What follows belongs to an exercise in optimizing a design on an open flow for small area, a short achievable clock period and few clock cycles per item; a production flow would make more cautious choices. Only simulation tests tie the RTL to the original design; equivalence was not proved. No activity file was given, so power comes from the tool's default toggle rates.

$ cat config.mk
export PLATFORM = sky130hd
export DESIGN_NAME = sorted_two_list_merge_top
export DESIGN_NICKNAME = sorted_two_list_merge_top
export VERILOG_FILES = /design/flow/design.v
export SDC_FILE = /design/flow/constraint.sdc
export NUM_CORES = 4
export LEC_CHECK = 0
export CAP_MARGIN = 20
export CORE_MARGIN = 2
export CORE_UTILIZATION = 40
export SLEW_MARGIN = 20
$ cat constraint.sdc
create_clock -name core_clock -period 8.0 [get_ports {clk}]
set_input_delay 1.6000 -clock core_clock [delete_from_list [all_inputs] [get_ports {clk}]]
set_output_delay 1.6000 -clock core_clock [all_outputs]
set_load 0.01 [all_outputs]
$ cat run.sh
#!/bin/bash
# synth_recipe.tcl (not shown) runs the flow's synth.tcl, then flattens the netlist and writes it again
# the make line also repeats each setting of config.mk as NAME=value (left out here)
make -C /OpenROAD-flow-scripts/flow DESIGN_CONFIG=/design/flow/config.mk WORK_HOME=/design/flow/orfs CLKGATE_MAP_FILE= SYNTH_SCRIPT=/design/flow/synth_recipe.tcl finish
$ cat design.v
`default_nettype none
package stlm_pkg;
  localparam int LIST_DEPTH_DEF  = 32;
  localparam int VALUE_WIDTH_DEF = 32;
  localparam int ITEM_W          = 32;
  localparam logic [1:0] ACT_LOAD_A = 2'd0;
  localparam logic [1:0] ACT_LOAD_B = 2'd1;
  localparam logic [1:0] ACT_MERGE  = 2'd2;
  localparam logic [1:0] ST_SUCCESS  = 2'd0;
  localparam logic [1:0] ST_UNSORTED = 2'd1;
  localparam logic [1:0] ST_EMPTY    = 2'd2;
  localparam logic [1:0] ST_OVERFLOW = 2'd3;
  localparam logic [1:0] OP_NOP      = 2'd0;
  localparam logic [1:0] OP_ACCEPT   = 2'd1;
  localparam logic [1:0] OP_EMIT_ERR = 2'd2;
  localparam logic [1:0] OP_EMIT_MRG = 2'd3;
  localparam logic [1:0] JC_DISPATCH = 2'd0;
  localparam logic [1:0] JC_CHECK    = 2'd1;
  localparam logic [1:0] JC_DONE     = 2'd2;
  localparam logic [1:0] JC_ALWAYS   = 2'd3;
  localparam int          STEP_W   = 3;
  localparam logic [2:0]  S_IDLE   = 3'd0;
  localparam logic [2:0]  S_CHECK  = 3'd1;
  localparam logic [2:0]  S_MERGE  = 3'd2;
  localparam logic [2:0]  S_OVF    = 3'd3;
  localparam logic [2:0]  S_EMPTY  = 3'd4;
  localparam logic [2:0]  S_UNSORT = 3'd5;
  typedef struct packed {
    logic [1:0]        op;
    logic [1:0]        status;
    logic              clr;
    logic [1:0]        jcond;
    logic [STEP_W-1:0] target;
  } ctrl_t;
  typedef struct packed {
    logic       in_fire;
    logic [1:0] action;
    logic       full_a;
    logic       full_b;
    logic       empty;
    logic       unsorted;
    logic       emit_done;
  } cond_t;
  function automatic ctrl_t ucode(input logic [STEP_W-1:0] step);
    ctrl_t w;
    w.op = OP_NOP; w.status = ST_SUCCESS; w.clr = 1'b0; w.jcond = JC_ALWAYS; w.target = S_IDLE;
    case (step)
      S_IDLE: begin
        w.op = OP_ACCEPT; w.status = ST_SUCCESS; w.clr = 1'b0; w.jcond = JC_DISPATCH;
        w.target = S_IDLE;
      end
      S_CHECK: begin
        w.op = OP_NOP; w.status = ST_SUCCESS; w.clr = 1'b0; w.jcond = JC_CHECK;
        w.target = S_MERGE;
      end
      S_MERGE: begin
        w.op = OP_EMIT_MRG; w.status = ST_SUCCESS; w.clr = 1'b1; w.jcond = JC_DONE;
        w.target = S_IDLE;
      end
      S_OVF: begin
        w.op = OP_EMIT_ERR; w.status = ST_OVERFLOW; w.clr = 1'b0; w.jcond = JC_DONE;
        w.target = S_IDLE;
      end
      S_EMPTY: begin
        w.op = OP_EMIT_ERR; w.status = ST_EMPTY; w.clr = 1'b1; w.jcond = JC_DONE;
        w.target = S_IDLE;
      end
      S_UNSORT: begin
        w.op = OP_EMIT_ERR; w.status = ST_UNSORTED; w.clr = 1'b1; w.jcond = JC_DONE;
        w.target = S_IDLE;
      end
      default: begin
        w.op = OP_NOP; w.status = ST_SUCCESS; w.clr = 1'b0; w.jcond = JC_ALWAYS;
        w.target = S_IDLE;
      end
    endcase
    ucode = w;
  endfunction
endpackage
`default_nettype wire
`default_nettype none
module stlm_seq (
  input  wire logic            clk,
  input  wire logic            rst,
  input  wire stlm_pkg::cond_t cond,
  output stlm_pkg::ctrl_t      ctrl
);
  logic [stlm_pkg::STEP_W-1:0] step;
  logic [stlm_pkg::STEP_W-1:0] step_next;
  assign ctrl = stlm_pkg::ucode(step);
  always_comb begin
    step_next = step;
    case (ctrl.jcond)
      stlm_pkg::JC_DISPATCH: begin
        if (cond.in_fire) begin
          case (cond.action)
            stlm_pkg::ACT_LOAD_A: step_next = cond.full_a ? stlm_pkg::S_OVF : ctrl.target;
            stlm_pkg::ACT_LOAD_B: step_next = cond.full_b ? stlm_pkg::S_OVF : ctrl.target;
            stlm_pkg::ACT_MERGE:  step_next = stlm_pkg::S_CHECK;
            default:              step_next = ctrl.target;
          endcase
        end
      end
      stlm_pkg::JC_CHECK: begin
        if (cond.empty) begin
          step_next = stlm_pkg::S_EMPTY;
        end else if (cond.unsorted) begin
          step_next = stlm_pkg::S_UNSORT;
        end else begin
          step_next = ctrl.target;
        end
      end
      stlm_pkg::JC_DONE: begin
        if (cond.emit_done) step_next = ctrl.target;
      end
      default: step_next = ctrl.target;
    endcase
  end
  always_ff @(posedge clk) begin
    if (rst) begin
      step <= stlm_pkg::S_IDLE;
    end else begin
      step <= step_next;
    end
  end
endmodule
`default_nettype wire
`default_nettype none
module sorted_two_list_merge_top #(
  parameter int LIST_DEPTH  = stlm_pkg::LIST_DEPTH_DEF,
  parameter int VALUE_WIDTH = stlm_pkg::VALUE_WIDTH_DEF
) (
  input  wire logic                                clk,
  input  wire logic                                rst,
  input  wire logic                                in_valid,
  output      logic                                in_ready,
  input  wire logic [1:0]                          action,
  input  wire logic signed [stlm_pkg::ITEM_W-1:0]  item_value,
  output      logic                                out_valid,
  input  wire logic                                out_ready,
  output      logic signed [stlm_pkg::ITEM_W-1:0]  merged_value,
  output      logic [1:0]                          status,
  output      logic                                last
);
  localparam int CW = $clog2(LIST_DEPTH + 1);
  localparam int AW = (LIST_DEPTH > 1) ? $clog2(LIST_DEPTH) : 1;
  localparam int SW = CW + 1;
  stlm_pkg::ctrl_t ctrl;
  stlm_pkg::cond_t cond;
  logic signed [VALUE_WIDTH-1:0] mem_a [LIST_DEPTH];
  logic signed [VALUE_WIDTH-1:0] mem_b [LIST_DEPTH];
  logic signed [VALUE_WIDTH-1:0] rd_a;
  logic signed [VALUE_WIDTH-1:0] rd_b;
  logic signed [VALUE_WIDTH-1:0] last_a;
  logic signed [VALUE_WIDTH-1:0] last_b;
  logic [CW-1:0] count_a;
  logic [CW-1:0] count_b;
  logic          sorted_a;
  logic          sorted_b;
  logic [CW-1:0] ia;
  logic [CW-1:0] ib;
  logic [CW-1:0] ia_next;
  logic [CW-1:0] ib_next;
  logic signed [63:0]            in_wide;
  logic signed [VALUE_WIDTH-1:0] load_val;
  logic signed [VALUE_WIDTH-1:0] pick_val;
  logic signed [63:0]            pick_wide;
  logic in_fire;
  logic load_a;
  logic load_b;
  logic full_a;
  logic full_b;
  logic a_avail;
  logic b_avail;
  logic take_a;
  logic last_elem;
  logic slot_free;
  logic emit_fire;
  logic emit_last;
  logic clear_now;
  stlm_seq u_seq (
    .clk  (clk),
    .rst  (rst),
    .cond (cond),
    .ctrl (ctrl)
  );
  assign in_ready = (ctrl.op == stlm_pkg::OP_ACCEPT);
  assign in_fire  = in_valid && in_ready;
  assign in_wide  = 64'(item_value);
  assign load_val = in_wide[VALUE_WIDTH-1:0];
  assign full_a = (count_a == CW'(LIST_DEPTH));
  assign full_b = (count_b == CW'(LIST_DEPTH));
  assign load_a = in_fire && (action == stlm_pkg::ACT_LOAD_A) && !full_a;
  assign load_b = in_fire && (action == stlm_pkg::ACT_LOAD_B) && !full_b;
  assign a_avail   = (ia < count_a);
  assign b_avail   = (ib < count_b);
  assign take_a    = a_avail && (!b_avail || (rd_a < rd_b));
  assign pick_val  = take_a ? rd_a : rd_b;
  assign pick_wide = 64'(pick_val);
  assign last_elem = (SW'(ia) + SW'(ib) + SW'(1)) == (SW'(count_a) + SW'(count_b));
  assign slot_free = !out_valid || out_ready;
  assign emit_fire = slot_free &&
                     ((ctrl.op == stlm_pkg::OP_EMIT_ERR) ||
                      (ctrl.op == stlm_pkg::OP_EMIT_MRG));
  assign emit_last = (ctrl.op == stlm_pkg::OP_EMIT_ERR) || last_elem;
  assign clear_now = emit_fire && emit_last && ctrl.clr;
  assign cond.in_fire   = in_fire;
  assign cond.action    = action;
  assign cond.full_a    = full_a;
  assign cond.full_b    = full_b;
  assign cond.empty     = (count_a == '0) || (count_b == '0);
  assign cond.unsorted  = !sorted_a || !sorted_b;
  assign cond.emit_done = emit_fire && emit_last;
  always_comb begin
    ia_next = ia;
    ib_next = ib;
    if (clear_now) begin
      ia_next = '0;
      ib_next = '0;
    end else if (emit_fire && (ctrl.op == stlm_pkg::OP_EMIT_MRG)) begin
      if (take_a) begin
        ia_next = ia + CW'(1);
      end else begin
        ib_next = ib + CW'(1);
      end
    end
  end
  always_ff @(posedge clk) begin
    if (load_a) mem_a[count_a[AW-1:0]] <= load_val;
    rd_a <= mem_a[ia_next[AW-1:0]];
  end
  always_ff @(posedge clk) begin
    if (load_b) mem_b[count_b[AW-1:0]] <= load_val;
    rd_b <= mem_b[ib_next[AW-1:0]];
  end
  always_ff @(posedge clk) begin
    if (rst) begin
      count_a  <= '0;
      count_b  <= '0;
      sorted_a <= 1'b1;
      sorted_b <= 1'b1;
      ia       <= '0;
      ib       <= '0;
    end else begin
      ia <= ia_next;
      ib <= ib_next;
      if (clear_now) begin
        count_a  <= '0;
        count_b  <= '0;
        sorted_a <= 1'b1;
        sorted_b <= 1'b1;
      end else begin
        if (load_a) begin
          count_a <= count_a + CW'(1);
          if ((count_a != '0) && (load_val < last_a)) sorted_a <= 1'b0;
        end
        if (load_b) begin
          count_b <= count_b + CW'(1);
          if ((count_b != '0) && (load_val < last_b)) sorted_b <= 1'b0;
        end
      end
    end
  end
  always_ff @(posedge clk) begin
    if (load_a) last_a <= load_val;
    if (load_b) last_b <= load_val;
  end
  always_ff @(posedge clk) begin
    if (rst) begin
      out_valid <= 1'b0;
    end else if (emit_fire) begin
      out_valid <= 1'b1;
    end else if (out_ready) begin
      out_valid <= 1'b0;
    end
  end
  always_ff @(posedge clk) begin
    if (emit_fire) begin
      status <= ctrl.status;
      last   <= emit_last;
      if (ctrl.op == stlm_pkg::OP_EMIT_MRG) begin
        merged_value <= pick_wide[stlm_pkg::ITEM_W-1:0];
      end else begin
        merged_value <= '0;
      end
    end
  end
endmodule
`default_nettype wire
==> impl_metrics.json <==
{
  "cp.required_ns": 8.80,
  "cap_violations": 0,
  "slew_headroom_pct": 24.69,
  "cts_root_buf": "clkbuf_16",
  "gp_congestion": 0.8702,
  "synth_compound_area_share_pct": 13.22,
  "power.density_mw_per_mm2": 249.2,
  "num_vias": 57810,
  "synthAdderAreaFrac_pct": 1.773,
  "ys_ff_latch": 2241,
  "place_ws_ns": 1.665,
  "dp_hpwl_um": 161700,
  "synth_cell_types": 86,
  "outcome": "no timing/DRC/antenna violations",
  "cts_buffers": 221,
  "rsz0062_at_grt": "no",
  "post_cts_buffers": 0,
  "finalWirelength_um": 275400,
  "cts_tree": "done",
  "critPathArrivalTime_ns": 6.95,
  "power.total_mw": 25.69,
  "cp-end-kind": "register",
  "synthArstFlopShare_pct": 0,
  "postSynthCellCount": 6309,
  "antenna_found_initial": 9,
  "clkLatencyLatePin_ns": 0.89,
  "fin_tns_setup_ns": 0,
  "critical_path.startpoint_type": "register",
  "finalCriticalPeriod_ns": 6.146,
  "max_slew.worst_pin.slew_ns": 1.130,
  "final_common_cell": "edfxtp_1",
  "vias_per_cell": 6.028,
  "avgRoutedWirePerCell_um": 28.72,
  "synth_largest_area_cell": "edfxtp_1",
  "synth_top_area_share_pct": 71.25,
  "grt_pass1_vias": 55090,
  "timing.fmax_mhz": 162.7,
  "reg2reg_from": "rd_b[31]$_DFF_P_",
  "synth_area_leaders": "edfxtp_1 (71%), a21oi_1 (3.4%), nand2_1 (3.2%)",
  "cts.sinks": 2241,
  "io_buffers": 74,
  "drtAntennaViolNets": 0,
  "synthXorXnorAreaFrac_pct": 0.2627,
  "reg2regPathDepth": 17,
  "ir_worst_vdd_uv": 201.4,
  "start_util_pct": 40.24,
  "die_h_um": 479.6,
  "whs_path_depth": 2,
  "area_growth_pct": 13.94,
  "hold_end": "sorted_a$_SDFFE_PP1P_",
  "fin_crit_sh_pct": 76.82,
  "grt_pass1_wl_um": 394600,
  "yosysWarnings": 2,
  "track_usage_pct": 23.35,
  "syn_area_per_cell_sq_um": 14.34,
  "synth_edf_count": 2147,
  "drt-initial-drc-count": 7197,
  "holdWs_ns": 0.4772,
  "critPathKind": "reg -> reg",
  "io_pins": 75,
  "drive_gt1_share_pct": 11.50,
  "synth_seq_area_share_pct": 73.33,
  "setup_viol": 0,
  "core_area_sq_mm": 0.2249,
  "final_cell_mix": "edfxtp_1 (2147), nand2_1 (768), a21oi_1 (608)",
  "grt_overflow": 0,
  "row_count": 174,
  "hold_path_startpoint": "sorted_a$_SDFFE_PP1P_",
  "slew_viol_final": 0,
  "synthFlopType": "edfxtp_1",
  "h-tree-depth": 4,
  "cts_buffer_depth": 3,
  "synth.area.mux_share_pct": 2.432,
  "die_area_sq_mm": 0.2301,
  "path_clk_slew_ns": 0.06,
  "min_path_type": "reg -> reg",
  "syn_area_sq_mm": 0.09049,
  "cts_resized": 0,
  "crit_fanout": 36,
  "skew_ns": 0.05989,
  "drc": 0,
  "p_leak_nw": 34.14,
  "synth-simple-area-share_pct": 6.464,
  "grt_max_degree": 150,
  "timing.final.ws_setup_ns": 1.854,
  "synth_nets": 6474,
  "holdBufCountCts": 0,
  "r2r_end": "rd_a[31]$_DFF_P_",
  "nNetsFinal": 6567,
  "die_x_um": 479.6,
  "regToRegSetupSlack_ns": 1.85,
  "detail_route.first_pass.iterations": 6,
  "hold_violations": 0,
  "synth_top_family_by_area": "compound AO/OA/AOI/OAI gates"
}
cell usage after synthesis, types with 18 or more instances:
library cell,n
a221oi_1,45
inv_1,106
a31o_2,29
a21oi_1,609
edfxtp_1,2147
a21o_1,35
buf_1,30
xnor2_1,18
nand2_1,774
mux2i_1,197
o2111ai_1,47
a221o_1,21
nand4_1,32
buf_4,18
a211oi_1,46
o221ai_1,32
nor2_1,144
o211ai_1,76
buf_2,99
a311oi_1,55
a222oi_1,29
dfxtp_1,94
o22ai_1,271
o21ai_0,188
mux2_2,18
nand3_1,47
ha_1,125
a22oi_1,209
a31oi_1,43
and3_1,100
clkbuf_1,291
nor2b_1,55
nor4_1,83
state kept, by name (all words and copies together) (netlist names), 6 cells and up:
name,cells
ia,6
last_b,32
mem_a,1024
ib,6
rd_b,32
count_b,6
rd_a,32
last_a,32
mem_b,1024
count_a,6
merged_value,32
stage by stage:
stage	std cells	util (%)	area (sq um)
finish	9589	45.85	103100
global route	9586	45.85	103100
CTS	9586	45.85	103100
detailed placement	9171	42.58	95750
global placement	9171	42.58	95750
floorplan	6309	-	90490
kinds of logic (layout without fill, tap and decap cells):
family | Yosys count | in the layout
mux | 217 | 217
buf+inv | 552 | 837
other cells | 0 | 3
compound gates | 1844 | 1844
flops | 2241 | 2241
xor+xnor | 24 | 24
simple gates | 1304 | 1304
fa+ha+maj | 127 | 127
where the power goes:
group          leakage (nW)  internal, mW  switching (mW)
combinational          10.4         0.569            1.42
sequential             20.1          13.0           0.173
clock                  3.59          5.98            4.54
final cells by class:
cell class | count | area (sq um)
inverter | 111 | 416.7
multi-input combinational | 3516 | 22540
timing repair buffer | 311 | 2698
sequential | 2241 | 66360
clock inverter | 132 | 1363
antenna | 3 | 7.507
tap | 2992 | 3744
fill | 19490 | 121800
clock buffer | 283 | 5987
worst max path at each step:
stage                                 from  slack, ns                      to  depth (start not counted)
final                     rd_b[31]$_DFF_P_       1.85        rd_a[31]$_DFF_P_                         17
after global routing      ib[1]$_SDFF_PP0_       1.60         rd_b[9]$_DFF_P_                         13
after CTS                 ib[1]$_SDFF_PP0_       1.92         rd_b[9]$_DFF_P_                         13
after detailed placement         out_ready       1.67         rd_b[1]$_DFF_P_                         12
after global placement           out_ready       1.66        rd_b[30]$_DFF_P_                         13
after floorplan                   in_valid       1.89  mem_a[15][0]$_DFFE_PP_                          5
per-layer routing:
layer / global-route usage, % / vias to the layer above / part of all wire (%)
met5: 0 / - / 0.0033
met4: 8.550 / 2 / 3.7
met3: 3.522 / 464 / 8.4
met2: 37.34 / 2808 / 47
met1: 32.37 / 29540 / 41
li1: - / 25000 / -
worst max-delay path, cell delays in order (launching register included):
cell	delay, ns
dfxtp_1	0.53
inv_1	0.08
ha_1	0.58
nand4_1	0.22
or4_1	0.74
or4_1	0.47
o22ai_2	0.26
o2bb2ai_1	0.34
o31ai_1	0.25
a21oi_4	0.84
buf_12	0.31
buf_4	0.26
buf_4	0.19
a21oi_1	0.07
a22oi_1	0.25
o22ai_1	0.15
nor4_1	0.32
buf_4	0.21
Testbench counts, summed over its fixed seeds: cycles 7,468, items 3,618.

-- what the ideal ports hide --
No port has a modelled driver above. Below, the same layout with a new extraction and two added sets of constraints.
Step 1, drivers: a clkbuf_16 drives clk and a buf_2 each remaining input, both assumed.
Step 2 adds t to the input delays and takes it off the output delays; t is the mean of the earliest and latest rising clock arrival at the registers after step 1. Input paths then give back, and output paths get back, about the clock's delay inside the block.
Three values: no drivers, after step 1, after step 2; two values: the first two.
shift t [ns]: 0.945
slack for setup (ns): 1.854 / 1.854 / 1.473
latest minus earliest clock arrival (ns): 0.066 / 0.066
pins driven straight from the clock port: 1
After both steps setup and hold are still met in this run. For this run, drivers alone change the setup slack by 0.000 ns; drivers and shift together by -0.381 ns.
